This design comes from an exercise in tuning for small area on the open sky130 flow, not from production work.
RTL that was checked went through simulation tests only; none was proved equivalent to the original.
No functional check of the RTL was part of run 2.
Power and IR drop assume default switching activity.

==> flow/design.v <==
`default_nettype none
module branch_predictor #(
    parameter int         IDX_W    = 5,
    parameter logic [1:0] CNT_INIT = 2'b01
) (
    input  logic                clk,
    input  logic                rstn,
    input  logic [31:0]         pc_IF,
    output logic                predict_IF,
    output logic [31:0]         pred_target_IF,
    input  logic                record_we,
    input  logic [IDX_W-1:0]    record_pc,
    input  logic [29-IDX_W:0]   record_tag,
    input  logic                record_data,
    input  logic [31:0]         record_target
);
    localparam int DEPTH = 1 << IDX_W;
    localparam int TAG_W = 30 - IDX_W;
    logic             valid  [DEPTH];
    logic [TAG_W-1:0] tag    [DEPTH];
    logic [1:0]       cnt    [DEPTH];
    logic [31:0]      target [DEPTH];
    logic [IDX_W-1:0] lookup_idx;
    logic [TAG_W-1:0] lookup_tag;
    logic             lookup_hit;
    logic             unused_pc_bits;
    logic             upd_hit;
    logic [1:0]       upd_cnt;
    logic [1:0]       cnt_inc;
    logic [1:0]       cnt_dec;
    assign lookup_idx     = pc_IF[IDX_W+1:2];
    assign lookup_tag     = pc_IF[31:IDX_W+2];
    assign unused_pc_bits = ^pc_IF[1:0];
    assign lookup_hit     = valid[lookup_idx] && (tag[lookup_idx] == lookup_tag);
    assign predict_IF     = lookup_hit && cnt[lookup_idx][1];
    assign pred_target_IF = predict_IF ? target[lookup_idx] : 32'h0;
    assign upd_hit = valid[record_pc] && (tag[record_pc] == record_tag);
    assign upd_cnt = cnt[record_pc];
    assign cnt_inc = (upd_cnt == 2'b11) ? 2'b11 : upd_cnt + 2'b01;
    assign cnt_dec = (upd_cnt == 2'b00) ? 2'b00 : upd_cnt - 2'b01;
    always_ff @(posedge clk or negedge rstn) begin
        if (!rstn) begin
            for (int i = 0; i < DEPTH; i++) begin
                valid[i]  <= 1'b0;
                tag[i]    <= '0;
                cnt[i]    <= CNT_INIT;
                target[i] <= '0;
            end
        end else if (record_we) begin
            if (upd_hit) begin
                if (record_data) begin
                    cnt[record_pc]    <= cnt_inc;
                    target[record_pc] <= record_target;
                end else begin
                    cnt[record_pc]    <= cnt_dec;
                end
            end else if (record_data) begin
                valid[record_pc]  <= 1'b1;
                tag[record_pc]    <= record_tag;
                cnt[record_pc]    <= 2'b10;
                target[record_pc] <= record_target;
            end
        end
    end
endmodule
`default_nettype wire
==> flow/run.sh <==
#!/bin/bash
# synth_recipe.tcl (not shown) runs the flow's synth.tcl, then flattens the netlist and writes it again
# the make line also repeats each setting of config.mk as NAME=value (left out here)
make -C /OpenROAD-flow-scripts/flow DESIGN_CONFIG=/design/flow/config.mk WORK_HOME=/design/flow/orfs CLKGATE_MAP_FILE= SYNTH_SCRIPT=/design/flow/synth_recipe.tcl finish
==> flow/config.mk <==
export PLATFORM = sky130hd
export DESIGN_NAME = branch_predictor
export DESIGN_NICKNAME = branch_predictor
export VERILOG_FILES = /design/flow/design.v
export SDC_FILE = /design/flow/constraint.sdc
export NUM_CORES = 4
export LEC_CHECK = 0
export CAP_MARGIN = 20
export CORE_MARGIN = 2
export CORE_UTILIZATION = 40
export SETUP_SLACK_MARGIN = 0.5
export SLEW_MARGIN = 20
==> flow/constraint.sdc <==
create_clock -name core_clock -period 8.0 [get_ports {clk}]
set_input_delay 1.6000 -clock core_clock [delete_from_list [all_inputs] [get_ports {clk}]]
set_output_delay 1.6000 -clock core_clock [all_outputs]
set_load 0.01 [all_outputs]
==> results by group, run 1 <==
Die
  – Die area: 0.2440 mm2
  – Starting Density: 40.29%
  – Core Footprint: 0.2383 mm2
  – # IOs: 131
  – Die height: 493.9 um
  – Row cnt: 179
  – Die width: 493.9 um

Clocking
  – CTS Hold Bufs: 0
  – Max Buffers Root-to-Sink: 3
  – CTS clk-pin slew, worst paths: 60 ps
  – Htree depth: 4
  – Worst-skew pair later-pin latency: 940 ps
  – CTS Buf Count: 209
  – CTS tree: built
  – Clock root buffer: clkbuf_16
  – Clk sink count: 1,920

Critical path
  – WS Path Type: primary input to primary output
  – Crit path required time: 6400 ps
  – R2R Setup Slk: 2660 ps
  – CP endpoint kind: primary output
  – Crit-path max FO: 18
  – CP Launch Type: primary input
  – Critical Path AT: 6030 ps

Flow run
  – Max Cap Viol: 0

Timing
  – Hold WS: 475.9 ps
  – Worst-Margin Slew: 1309 ps
  – Slew HR: 12.53%
  – Final Hold Fails: 0
  – Final period util: 95.40%
  – Unrepaired setup endpoints after global routing: yes
  – Final Setup Violations: 0
  – Clock skew: 105.0 ps
  – Fmax: 0.1310 GHz
  – Crit path time final: 7632 ps
  – Slew Limit Fails: 0

Synthesis
  – Distinct cell type count after synthesis: 91
  – Synth Cell Area: 0.09602 mm2
  – Most used DFF post-synth: dfrtp_1
  – Syn_nets: 9,101
  – Synthesis Warnings: 5
  – Top cells by area, synth: dfrtp_1 49%, mux2_4 8.9%, nand2_1 7.8%, mux2_2 7.8%, a22oi_1 5.1%
  – Top cells by count, synth: 2,008 x nand2_1, 1,888 x dfrtp_1, 664 x mux2_2, 647 x a22oi_1, 634 x clkbuf_1
  – EDFF count, synth: 0
  – Async set-reset flop share out of synthesis: 100.0%
  – Yosys reg bits: 1,920
  – Synth area leader: dfrtp_1
  – Synth top area share: 49.21%
  – Synth Instances: 9,003
  – Seq/Total Area, Yosys: 50.08%
  – Dominant cell by count in the synthesized netlist: nand2_1
  – Avg Inst Size Synth: 10.67 um2

GRT
  – First-pass GRT wire length: 722,300 um
  – Vias in the first global route: 83,220
  – Largest net degree at the start of global routing: 178
  – Total gr overflow: 0
  – Initial antenna violation count: 56
  – GRT Total Usage: 42.94%

Hold path
  – Hold crit path type: flip-flop to flip-flop

Placement
  – Final HPWL DP: 335,900 um
  – Gpl congestion: 1.062
  – Area after DPL: 0.1056 mm2
  – PortBufs: 128

Drt
  – Via-per-instance ratio: 6.879
  – Detailed-route via count: 87,220
  – Drt pass-1 iters: 9
  – Drt total wl: 537,800 um
  – DR iter-0 viols: 15,430
  – Drt drc: 0
  – Final ANT Viol Nets: 0
  – WL/cell: 42.42 um

Finish
  – Final-stage net count: 9,396
  – Layout overhead on the synthesized area: 18.92%
  – Final core occ: 47.92%
  – Final Instance Area: 0.1142 mm2
  – Share of layout cells above drive strength 1: 29.14%

Run status
  – Status: finished clean

Power
  – Worst VDD drop: 203.7 uV
  – Leakage: 53.86 nW
  – Pwr dens: 227.8 mW/mm2
## routing by layer
| metal | share of wire, % | up-vias | wire length (um) | GRT usage [%] |
|---|---|---|---|---|
| li1 | - | 32890 | - | - |
| met1 | 37 | 44160 | 200800 | 55.75 |
| met2 | 41 | 7828 | 218100 | 60.33 |
| met3 | 13 | 2302 | 69820 | 13.42 |
| met4 | 9.1 | 38 | 48890 | 30.76 |
| met5 | 0.048 | - | 257 | 0 |
## timing repair
| action | 4_1_cts | 5_1_grt |
|---|---|---|
| pin swaps | 16 | 25 |
| setup buffers | 31 | 14 |
| resized for setup | 140 | 122 |
| cloned | 3 | 3 |
| endpoints found under the setup margin | 33 | 33 |
## cell families after synthesis
family / count (synthesis) / share of synthesized area, %
AOI/OAI and AO/OA: 1387 / 11.31
xor gates and xnor gates: 29 / 0.2645
and+or+nand+nor: 3480 / 16.71
muxes: 1310 / 17.48
buffers and inverters: 877 / 4.167
DFF: 1920 / 50.08
## area by class of cell
class | instances | area, um2
Timing Repair Buffer | 921 | 9281
Tap cell | 3167 | 3963
Fill cell | 21670 | 124100
Clock inverter | 90 | 1366
Antenna cell | 34 | 85.08
Sequential cell | 1920 | 48090
Inverter | 39 | 146.4
Clock buffer | 301 | 6076
Multi-Input combinational cell | 6207 | 45180
## cell usage in the layout (no fill, tap or decap), drive strengths merged, types with 42 or more instances in the layout
cell type      count
nand2           2008
dfrtp           1888
mux2            1233
buf              828
a22oi            647
nand3            340
clkbuf           324
and3             299
nand4            216
nor2             173
nor3             135
a21oi            134
a2111oi          102
a22o              94
a221oi            79
mux2i             77
clkdlybuf4s50     68
o21ai             61
or2               60
clkinv            55
a211oi            50
inv               42
nor4              42
## registers in the layout, indices dropped and copies added (netlist names)
register / count
target: 1024
cnt: 64
tag: 800
valid: 32
## final timing paths
check / from / endpoint / depth (start not counted)
setup / recovery: pc_IF[4] / pred_target_IF[20] / 20
hold / removal: target[28][29] / target[28][29] / 2
setup reg to reg: tag[0][1] / tag[1][16] / 13
hold reg to reg: target[28][29] / target[28][29] / 2
max in group asynchronous: rstn / target[30][24] / 3
min in group asynchronous: rstn / tag[15][7] / 1
## power by group
part	switching, mW	internal [mW]
logic	1.91	1.51
registers	1.11	11.0
clock network	4.50	6.01
## per-stage QoR
| stage | worst slack [ps] | setup TNS [ps] | cells | total power [mW] |
|---|---|---|---|---|
| after CTS | 443.3 | 0 | 12630 | 25.83 |
| after detailed placement | -371.6 | -7696 | 12200 | 15.40 |
| after global routing | 459.0 | 0 | 12650 | 26.65 |
| after global placement | -357.3 | -8182 | 12200 | 15.29 |
| after floorplan | 1511 | 0 | 9003 | 13.65 |
| final | 367.7 | 0 | 12680 | 26.01 |
## worst max-delay path, cell delays in order
cell	delay (ps)
buf_2	170
buf_12	170
buf_4	150
nor3b_4	580
and2_4	430
buf_4	290
a22oi_1	110
nand4_1	80
o32a_1	310
xnor2_1	150
nand4_1	340
buf_4	270
nor3_1	160
buf_4	140
nand4_1	100
buf_4	170
buf_12	150
nor3_2	220
buf_4	160
clkbuf_2	140
==> run 2, diff against run 1 <==
==> flow/design.v (replaced) <==
`default_nettype none
module branch_predictor (
    input  logic                clk,
    input  logic                rstn,
    input  logic [31:0]         pc_IF,
    output logic                predict_IF,
    output logic [31:0]         pred_target_IF,
    input  logic                record_we,
    input  logic [4:0]          record_pc,
    input  logic [24:0]         record_tag,
    input  logic                record_data,
    input  logic [31:0]         record_target
);
    localparam int DEPTH = 32;
    logic [DEPTH-1:0] c1, c0, t0;
    logic [24:0]      tag [DEPTH];
    logic [31:1]      th  [DEPTH];
    logic [DEPTH-1:0] lsel, rsel;
    logic             l_c1;
    logic [24:0]      l_tag;
    logic [31:0]      l_tgt;
    logic             r_c1, r_c0, r_t0;
    logic [24:0]      r_tag;
    always_comb begin
        l_c1 = 1'b0; l_tag = '0; l_tgt = '0;
        r_c1 = 1'b0; r_c0 = 1'b0; r_t0 = 1'b0; r_tag = '0;
        for (int i = 0; i < DEPTH; i++) begin
            lsel[i] = (pc_IF[6:2] == i[4:0]);
            rsel[i] = (record_pc == i[4:0]);
            l_c1  = l_c1  | (lsel[i] & c1[i]);
            l_tag = l_tag | ({25{lsel[i]}} & tag[i]);
            l_tgt = l_tgt | ({32{lsel[i]}} & {th[i], t0[i]});
            r_c1  = r_c1  | (rsel[i] & c1[i]);
            r_c0  = r_c0  | (rsel[i] & c0[i]);
            r_t0  = r_t0  | (rsel[i] & t0[i]);
            r_tag = r_tag | ({25{rsel[i]}} & tag[i]);
        end
    end
    logic lhit;
    assign lhit           = l_c1 && (l_tag == pc_IF[31:7]);
    assign predict_IF     = lhit;
    assign pred_target_IF = lhit ? l_tgt : 32'h0;
    logic r_hit;
    logic n_c1, n_c0, n_t0;
    assign r_hit = (r_c1 | r_t0) && (r_tag == record_tag);
    always_comb begin
        n_c1 = r_c1; n_c0 = r_c0; n_t0 = r_t0;
        if (record_data) begin
            if (r_hit) begin
                n_c1 = r_c1 | r_c0;
                n_c0 = r_c1 | ~r_c0;
            end else begin
                n_c1 = 1'b1;
                n_c0 = 1'b0;
            end
            n_t0 = n_c1 ? record_target[0] : 1'b1;
        end else if (r_hit) begin
            n_c1 = r_c1 & r_c0;
            n_c0 = r_c1 & ~r_c0;
            n_t0 = n_c1 ? r_t0 : 1'b1;
        end
    end
    always_ff @(posedge clk or negedge rstn) begin
        if (!rstn) begin
            c1 <= '0;
            t0 <= '0;
        end else if (record_we) begin
            c1[record_pc] <= n_c1;
            t0[record_pc] <= n_t0;
        end
    end
    always_ff @(posedge clk) begin
        if (record_we) begin
            c0[record_pc] <= n_c0;
            if (record_data) begin
                tag[record_pc] <= record_tag;
                th[record_pc]  <= record_target[31:1];
            end
        end
    end
endmodule
`default_nettype wire
==> results by group, run 2 <==
Critical path
  – CP top delay family: simple AND/OR/NAND/NOR gates
  – CP endpoint kind: primary output
  – Crit-path slowest cell: or4_4
  – CP cell instances: buf_12, buf_12, buf_4, or3_4, buf_6, nor2_4, buf_4, a22oi_2, nand4_1, nor4_4, buf_4, xor2_1, nand4_1, or4_4, buf_6, or4_4, buf_12, buf_16, buf_12, buf_8, a21oi_4, buf_6
  – Most used cell, CP: buf_12
  – Crit-path max FO: 8
  – Worst Setup SP: pc_IF[5]
  – Critical Path AT: 6230 ps
  – R2r startpoint: tag[12][23]
  – Worst Path Buf+Inv: 12
  – Crit path required time: 6400 ps
  – WS Path Type: primary input to primary output
  – Critical Path Max Stage Delay: 620 ps
  – CP Launch Type: primary input

Synthesis
  – Seq/Total Area, Yosys: 73.24%
  – Top cells by area, synth: edfxtp_1 71%, a22oi_1 9.9%, dfrtp_1 2.1%, mux2_2 1.6%, nand2_1 1.4%
  – Synth Cell Area: 0.07697 mm2
  – Async set-reset flop share out of synthesis: 3.390%
  – Most used DFF post-synth: edfxtp_1
  – EDFF count, synth: 1,824
  – Yosys reg bits: 1,888
  – Avg Inst Size Synth: 15.29 um2
  – Top cells by count, synth: 1,824 x edfxtp_1, 1,018 x a22oi_1, 292 x nand2_1, 222 x clkbuf_1, 153 x nand4_1
  – Synth area leader: edfxtp_1
  – Synthesis Warnings: 1
  – Distinct cell type count after synthesis: 75
  – Dominant cell by count in the synthesized netlist: edfxtp_1
  – Synth top area share: 71.16%
  – Syn_nets: 5,138
  – Synth Instances: 5,033

Finish
  – Final-stage net count: 5,757
  – Most common cell after layout, fill and taps aside: edfxtp_1
  – Biggest register: th
  – Most frequent cells in the layout: 1,824 x edfxtp_1, 993 x a22oi_1, 478 x buf_4
  – Top flop regs: th: 992 flops, tag: 800 flops
  – Fill count: 16,220
  – Reg area: 0.05637 mm2
  – Layout overhead on the synthesized area: 23.20%
  – Final Instance Area: 0.09483 mm2
  – Share of layout cells above drive strength 1: 23.13%
  – Number of flip-flops in the largest register: 992
  – Area occupied by multi-input gates: 0.02066 mm2

Clocking
  – CTS Hold Bufs: 0
  – CTS Buf Count: 197
  – Max Buffers Root-to-Sink: 3
  – Clock root buffer: clkbuf_16
  – CTS clk-pin slew, worst paths: 60 ps
  – CTS tree: built
  – Worst-skew pair later-pin latency: 900 ps
  – Clk sink count: 1,888
  – Htree depth: 4

Die
  – Die area: 0.1959 mm2
  – Starting Density: 40.14%
  – Die height: 442.7 um
  – # IOs: 131
  – Die width: 442.7 um
  – Row cnt: 161
  – Core Footprint: 0.1918 mm2

Timing
  – Clock skew: 78.21 ps
  – Final Setup Violations: 0
  – Slew HR: 9.234%
  – Worst-Margin Slew: 1360 ps
  – Crit path time final: 7833 ps
  – Final Hold Fails: 0
  – Fmax: 0.1277 GHz
  – Unrepaired setup endpoints after global routing: yes
  – Slew Limit Fails: 0
  – Final period util: 97.91%

Drt
  – Final ANT Viol Nets: 0
  – Drt total wl: 383,300 um
  – DR iter-0 viols: 12,550
  – Detailed-route via count: 60,110
  – WL/cell: 45.88 um
  – Drt pass-1 iters: 7
  – Drt drc: 0
  – Via-per-instance ratio: 7.194

Run status
  – Status: finished clean

GRT
  – First-pass GRT wire length: 501,700 um
  – Initial antenna violation count: 29
  – Total gr overflow: 0
  – Vias in the first global route: 55,570
  – Largest net degree at the start of global routing: 65
  – GRT Total Usage: 37.88%

Power
  – Leakage: 31.45 nW
  – Worst VDD drop: 225.3 uV
  – Overall power: 22.03 mW
  – Pwr dens: 232.4 mW/mm2

Placement
  – PortBufs: 128
  – Area after DPL: 0.08601 mm2
  – Gpl congestion: 1.016
  – Final HPWL DP: 229,400 um

Hold path
  – Hold Path Origin: t0[0]
  – Hold crit path type: flip-flop to flip-flop

Flow run
  – Max Cap Viol: 0
[run 2: changes by cell type in the layout (fill, tap and decap cells not counted), sizes merged, moves of 125 or more]
cell,previous run,this run
a22oi,647,1018
and3,299,128
buf,828,703
dfrtp,1888,64
edfxtp,0,1824
mux2,1233,108
nand2,2008,292
nand3,340,71
[run 2: worst register-to-register path, cell delays in order, from the launching register on]
cell and delay (ps):
edfxtp_1 460, mux4_2 530, nand3_1 120, nand3_1 80, nor4_1 950, nor2_1 80, a2111oi_0 710, nand4_1 420
nor3_2 390, mux2i_2 390, buf_12 240, o21ai_0 130
[run 2: path summary, 6_finish.rpt]
| check | to | slack (ps) | cells past startpoint |
|---|---|---|---|
| worst max-delay path | pred_target_IF[23] | 170 | 22 |
| worst min-delay path | t0[0] | 540 | 2 |
| worst max register to register | c0[31] | 3190 | 11 |
| worst min register to register | t0[0] | 540 | 2 |
| max in group asynchronous | c1[7] | 6500 | 2 |
| min in group asynchronous | t0[20] | 930 | 2 |
[run 2: power by group]
part / total (mW) / switching [mW] / internal, mW
Clock: 9.20 / 4.08 / 5.13
Combinational: 1.62 / 1.11 / 0.518
Sequential: 11.2 / 0.184 / 11.0
Total: 22.0 / 5.37 / 16.7
[run 2: area by class of cell]
type / count / area share [%]
flip-flops and latches: 1888 / 59.45
multi-input cells: 2762 / 21.78
repair buffers: 789 / 8.621
clock buffers: 242 / 5.410
well taps: 2526 / 3.333
clock inverters: 115 / 1.297
inverters: 14 / 0.05542
diodes: 19 / 0.05014
[run 2: timing repair]
item / 4_1_cts / 5_1_grt
gates resized for setup: 251 / 199
pin swaps: 30 / 50
endpoints found under the setup margin: 33 / 33
cloned: 8 / 6
setup buffers: 52 / 27
[run 2: stage by stage]
step	cells	hold slack, ps	TNS [ps]	util, %	worst slack [ps]
after floorplan	5033	471.2	-90080	-	-804.3
final	8355	536.8	0	49.45	167.4
after global placement	7885	516.4	-20040	44.85	-823.6
after CTS	8302	535.1	0	48.96	199.6
after global routing	8341	591.7	0	49.43	185.3
after detailed placement	7885	522.7	-20130	44.85	-837.9
[run 2: kinds of logic after synthesis]
logic type,share of synthesized area [%]
multiplexers,1.996
buffers and inverters,2.115
flip-flops,73.24
AO/OA/AOI/OAI,14.73
AND/OR/NAND/NOR,7.296
adder cells (fa/ha/maj),0.1268
XOR/XNOR,0.4893
[run 2: layer usage]
metal / track usage, % / routed length, um
met1: 50.69 / 138400
met2: 54.45 / 160400
met3: 11.05 / 54800
met4: 23.04 / 29500
met5: 0 / 218

[what the ideal ports hide]
The flow's constraints put no driver on any port. The routed layouts listed below were extracted and timed again, unchanged, in two steps.
Step 1: set_driving_cell puts a clkbuf_16 on clk and a buf_2 on each other input, an assumption about the parent block.
Step 2 also shifts input and output timing later by t, the mid clock arrival at the registers, as if the neighbouring blocks saw the same clock.
a / b / c = ideal ports / drivers / drivers and shift; a / b = the first two.
| run | shift t [ns] | setup slack, ns | worst hold slack (ns) | worst setup path at the end | latest minus earliest clock arrival (ns) |
|---|---|---|---|---|---|
| run 1 | 0.994 | 0.368 / 0.324 / 0.324 | 0.476 / 0.476 / 0.476 | input to output | 0.130 / 0.130 |
| run 2 | 0.940 | 0.167 / 0.115 / 0.064 | 0.537 / 0.537 / 0.537 | input to register | 0.081 / 0.080 |
After both steps setup and hold are still met in every run listed. The setup slack of run 2, which loses most, moves by -0.052 ns with the drivers and by -0.103 ns with both steps.
